This design comes from an exercise in tuning for small area, a short achievable clock period and few clock cycles per item on the open sky130 flow, not from production work.
RTL that was checked went through simulation tests only; none was proved equivalent to the original.
Power and IR drop assume default switching activity.

## north
==> flow/design.v (excerpt) <==
module env_step_top (
    input  wire         i_clk,
    input  wire         i_rstn,
    input  wire  [31:0] i_mem_rdata,
    output logic [5:0]  o_mem_addr,
    output logic [31:0] o_mem_wdata,
    output logic        o_mem_we
);
    localparam logic [5:0] ACT_ADDR  = 6'd16;
    localparam logic [5:0] FLAG_ADDR = 6'd17;
    localparam logic [5:0] OBS_ADDR  = 6'd18;
    localparam logic [5:0] RWD_ADDR  = 6'd34;
    localparam logic [5:0] DONE_ADDR = 6'd35;
    localparam logic [2:0] S_POLLF = 3'd0;  
    localparam logic [2:0] S_POLLA = 3'd1;  
    localparam logic [2:0] S_FIRST = 3'd2;  
    localparam logic [2:0] S_LOAD  = 3'd3;  
    localparam logic [2:0] S_WRITE = 3'd4;  
    localparam logic [2:0] S_RWD   = 3'd5;
    localparam logic [2:0] S_DONE  = 3'd6;
    localparam logic [2:0] S_CLEAR = 3'd7;
    logic [31:0] ring [16];
    logic [15:0] pv;       
    logic [31:0] w;        
    logic [15:0] ad;       
    logic [3:0]  ph;
    logic [2:0]  st;
    logic [3:0]  cnt;
    logic        loaded;   
    logic        ins;      
    logic [5:0]  addr_q;
    logic        we_q;
  ...
Size: about 620 flip-flops.
==> flow/config.mk <==
export PLATFORM = sky130hd
export DESIGN_NAME = env_step_top
export DESIGN_NICKNAME = env_step_top
export VERILOG_FILES = /design/flow/design.v
export SDC_FILE = /design/flow/constraint.sdc
export NUM_CORES = 4
export LEC_CHECK = 0
export ABC_CLOCK_PERIOD_IN_PS = 2000
export CAP_MARGIN = 20
export CORE_MARGIN = 2
export CORE_UTILIZATION = 65
export CTS_CLUSTER_DIAMETER = 80
export CTS_CLUSTER_SIZE = 30
export PLACE_DENSITY = 0.8
export SETUP_SLACK_MARGIN = 2.5
export SLEW_MARGIN = 20
==> flow/constraint.sdc <==
create_clock -name core_clock -period 4.5 [get_ports {i_clk}]
set_input_delay 0.9000 -clock core_clock [delete_from_list [all_inputs] [get_ports {i_clk}]]
set_output_delay 0.9000 -clock core_clock [all_outputs]
set_load 0.01 [all_outputs]
run.sh (not shown) runs the stock make flow with config.mk's settings and CLKGATE_MAP_FILE= SYNTH_SCRIPT=/design/flow/synth_recipe.tcl, a recipe that flattens the netlist after the stock synthesis.
north has completed all stages; timing, DRC and antenna checks passed.
Testbench counts of north, summed over its fixed seeds: cycles 38,095, steps 1,600.
Edits applied to the flow inputs when going from north to south:
- PLACE_DENSITY no longer set, was 0.8
- CORE_UTILIZATION now 40, was 65
### Flow results
south against north: sequential portion of the cell area decreased 1.0 points; core utilization moved down; worst hold slack flat; floorplan core area increased by about 60% relative to the old numbers; number of non-filler instances in the completed layout increased 194.
south ended up with or3_1 as its library cell contributing the largest single delay on the critical path; north ended up with or4_4.
A timing startpoint of the critical path of i_mem_rdata[13] is what north shows, while i_mem_rdata[3] belongs to south.
Compared with north, south shows critical path depth higher by 1.
Re fraction of final layout cells with drive strength greater than 1: north and south aren't equal, and the lower value belongs to south.
Total via count in the routed design (higher): north
Across both runs, final non-filler cell area was higher for south than for north.
Area of placed instances was higher in south than in north.
The following lists how east was set up differently from south:
- removing CTS_CLUSTER_DIAMETER (formerly 80)
- removing CTS_CLUSTER_SIZE (formerly 30)
==> summary.txt <==
Met3 wire length delta for east relative to south: about 9% higher
Comparing south and east, the higher worst setup slack was measured on south.
Sort south and east by total power consumption of the routed design, descending, and east comes first.
Wire length of the first global-routing pass in east is 3.1% above south.
Higher number of vias after detailed routing goes to east over south.
Number of buffers inserted to repair setup after CTS: east lower than south
east: design area 5.9% above south
Overall routed net length: east vs south up 1.6 mm
Modified inputs, west compared to east
- putting CTS_CLUSTER_SIZE at 30 where nothing was set
- clearing ABC_CLOCK_PERIOD_IN_PS, which used to be 2000
- putting ABC_AREA at 1 where nothing was set
- putting CTS_CLUSTER_DIAMETER at 80 where nothing was set
- swapping 2.5 for 2.6 in SETUP_SLACK_MARGIN
### Flow results
- In the metrics for east and west, the one carrying the lower area added between synthesis and finish is west.
- Compared west vs east, and setup skew after layout is up in west.
- east → west: overall power consumption went down about 30%, sum of met2 wire segment lengths after detailed routing went down 5.5%.
- Wire length: west vs east down 2.4%
- Hold slack, east and west: smaller value in west

Another version of the RTL of env_step_top (not shown whole).
For scale: roughly 600 flip-flops, about 73 I/O pins, about 0.016 sq mm of cells after synthesis.
export LEC_CHECK = 0
export CAP_MARGIN = 20
export CORE_MARGIN = 2
export CORE_UTILIZATION = 40
export CTS_CLUSTER_DIAMETER = 80
export CTS_CLUSTER_SIZE = 30
export SETUP_SLACK_MARGIN = 3.0
export SLEW_MARGIN = 20
create_clock -name core_clock -period 4.5 [get_ports {i_clk}]
Edit:
Settings changed: ABC_AREA from default to 1, SETUP_SLACK_MARGIN 3.0 to 2.6.
After rerunning: Non-clock buffer count goes down by 25. Routed wire length goes up by a few percent. Total power goes up slightly. Area after synthesis goes up by a few percent. Via count goes up by roughly a tenth. Cell area goes down slightly. Worst setup slack gets better by 480 ps. Sequential cell count is unchanged.
No run of this note included a check of the RTL's function; only the layout flow was run.

try-ember:
Another version of the RTL of env_step_top (not shown whole).
For scale: about 1300 cells after synthesis, about 600 flip-flops, about 17000 µm² of cells after synthesis.
export LEC_CHECK = 0
export CAP_MARGIN = 20
export CORE_MARGIN = 2
export CORE_UTILIZATION = 40
export CTS_CLUSTER_DIAMETER = 60
export CTS_CLUSTER_SIZE = 24
export SETUP_SLACK_MARGIN = 3.2
export SLEW_MARGIN = 20
create_clock -name core_clock -period 4.5 [get_ports {i_clk}]
No stage failed in try-ember, and the final checks on the layout all came back clean.
Testbench counts of try-ember, summed over its fixed seeds: cycles 38,280, steps 1,600.
### try-ember -> try-nickel
--- a/flow/config.mk
+++ b/flow/config.mk
@@ -11,3 +11,3 @@
-export CTS_CLUSTER_DIAMETER = 60
-export CTS_CLUSTER_SIZE = 24
-export SETUP_SLACK_MARGIN = 3.2
+export CTS_CLUSTER_DIAMETER = 80
+export CTS_CLUSTER_SIZE = 30
+export SETUP_SLACK_MARGIN = 3.0
[summary]
- Going from try-ember to try-nickel, detailed placement HPWL grew by about 0.5%, post-detailed-routing wire length climbed about 1%, final design utilization shrank by 0.91 points.
- try-nickel — setup slack 0.034 ns lower, try-ember as reference
- try-nickel has proportion of power drawn by the clock network below what try-ember had.
#### Input delta (try-juniper over try-nickel)
--- a/flow/config.mk
+++ b/flow/config.mk
@@ -7,0 +8 @@
+export ABC_AREA = 1
@@ -13 +14 @@
-export SETUP_SLACK_MARGIN = 3.0
+export SETUP_SLACK_MARGIN = 2.0
Notes after the runs:
- Area share of xor/xnor cells in the synthesized design in try-juniper vs try-nickel: down 2.0 points
- Cell area after layout in try-juniper is 10% lower than in try-nickel
- Final weighted congestion in routability-driven placement sits higher in try-juniper than in try-nickel.
- Fraction of the yosys area taken by sequential cells, try-juniper and try-nickel: larger value in try-nickel
- Clock power share in try-juniper is 6.0 points lower than in try-nickel
- Lower global-route usage among try-juniper and try-nickel: try-juniper
- On mux share of post-synthesis cell area: try-juniper sits below try-nickel.
- | wire length of the first global-routing pass | try-juniper vs try-nickel | better |
## Diff of input files: try-sierra against try-juniper
--- a/flow/config.mk
+++ b/flow/config.mk
@@ -8 +7,0 @@
-export ABC_AREA = 1
@@ -12,3 +11,3 @@
-export CTS_CLUSTER_DIAMETER = 80
-export CTS_CLUSTER_SIZE = 30
-export SETUP_SLACK_MARGIN = 2.0
+export CTS_CLUSTER_DIAMETER = 70
+export CTS_CLUSTER_SIZE = 40
+export SETUP_SLACK_MARGIN = 3.0
### Flow results
try-sierra: done, clean on timing, DRC and antenna
The clock latency of the later-clocked register in the worst-skew pair of try-sierra is higher than that of try-juniper.
Diff try-juniper -> try-sierra: post-CTS clock slew at the launch and capture registers of the worst setup and hold paths has increased; critical path depth has decreased; final area has increased.
The inputs of try-lagoon differ from those of try-sierra as listed below.
--- a/flow/config.mk
+++ b/flow/config.mk
@@ -7,0 +8 @@
+export ABC_AREA = 1
@@ -11,3 +12,3 @@
-export CTS_CLUSTER_DIAMETER = 70
-export CTS_CLUSTER_SIZE = 40
-export SETUP_SLACK_MARGIN = 3.0
+export CTS_CLUSTER_DIAMETER = 80
+export CTS_CLUSTER_SIZE = 30
+export SETUP_SLACK_MARGIN = 2.8
try-lagoon did not stop at any stage, and its layout met the timing, design-rule and antenna checks.
try-lagoon vs. try-sierra: sequential standard cell area saw little to no change; final area saw an increase; xor/xnor cell area share of the yosys netlist saw a decrease.

## re-timing with driven ports
No port has a modelled driver above. Below, the same layouts with a new extraction and two added sets of constraints. Step 1: set_driving_cell puts a clkbuf_16 on i_clk and a buf_2 on each other input, an assumption about the parent block. Step 2 also shifts input and output timing later by t, the mid clock arrival at the registers, as if the neighbouring blocks saw the same clock. Three values: no drivers, after step 1, after step 2; two values: the first two.
| run | shift t [ns] | slack for setup (ns) | hold slack, ns | pins driven straight from the clock port |
|---|---|---|---|---|
| north | 0.609 | 2.157 / 2.156 / 1.547 | 0.274 / 0.250 / 0.319 | 1 |
| south | 0.645 | 2.279 / 2.272 / 1.628 | 0.271 / 0.239 / 0.320 | 1 |
| east | 0.653 | 2.262 / 2.267 / 1.615 | 0.264 / 0.231 / 0.318 | 1 |
| west | 0.637 | 2.354 / 2.299 / 2.039 | 0.252 / 0.219 / 0.318 | 1 |
| the first run of note 2 | 0.630 | 1.897 / 1.897 / 1.520 | 0.317 / 0.317 / 0.317 | 1 |
| the second run of note 2 | 0.645 | 2.379 / 2.379 / 2.068 | 0.310 / 0.310 / 0.310 | 1 |
| try-ember | 0.593 | 2.372 / 2.366 / 1.773 | 0.318 / 0.318 / 0.318 | 1 |
| try-nickel | 0.613 | 2.338 / 2.295 / 1.682 | 0.330 / 0.330 / 0.330 | 1 |
| try-juniper | 0.623 | 2.046 / 2.003 / 1.409 | 0.316 / 0.316 / 0.316 | 1 |
| try-sierra | 0.634 | 2.298 / 2.265 / 1.631 | 0.321 / 0.321 / 0.321 | 1 |
| try-lagoon | 0.634 | 2.417 / 2.390 / 1.793 | 0.320 / 0.320 / 0.320 | 1 |
After both steps setup and hold are still met in every run listed. For try-sierra, which loses most, drivers alone change the setup slack by -0.033 ns; drivers and shift together by -0.667 ns.
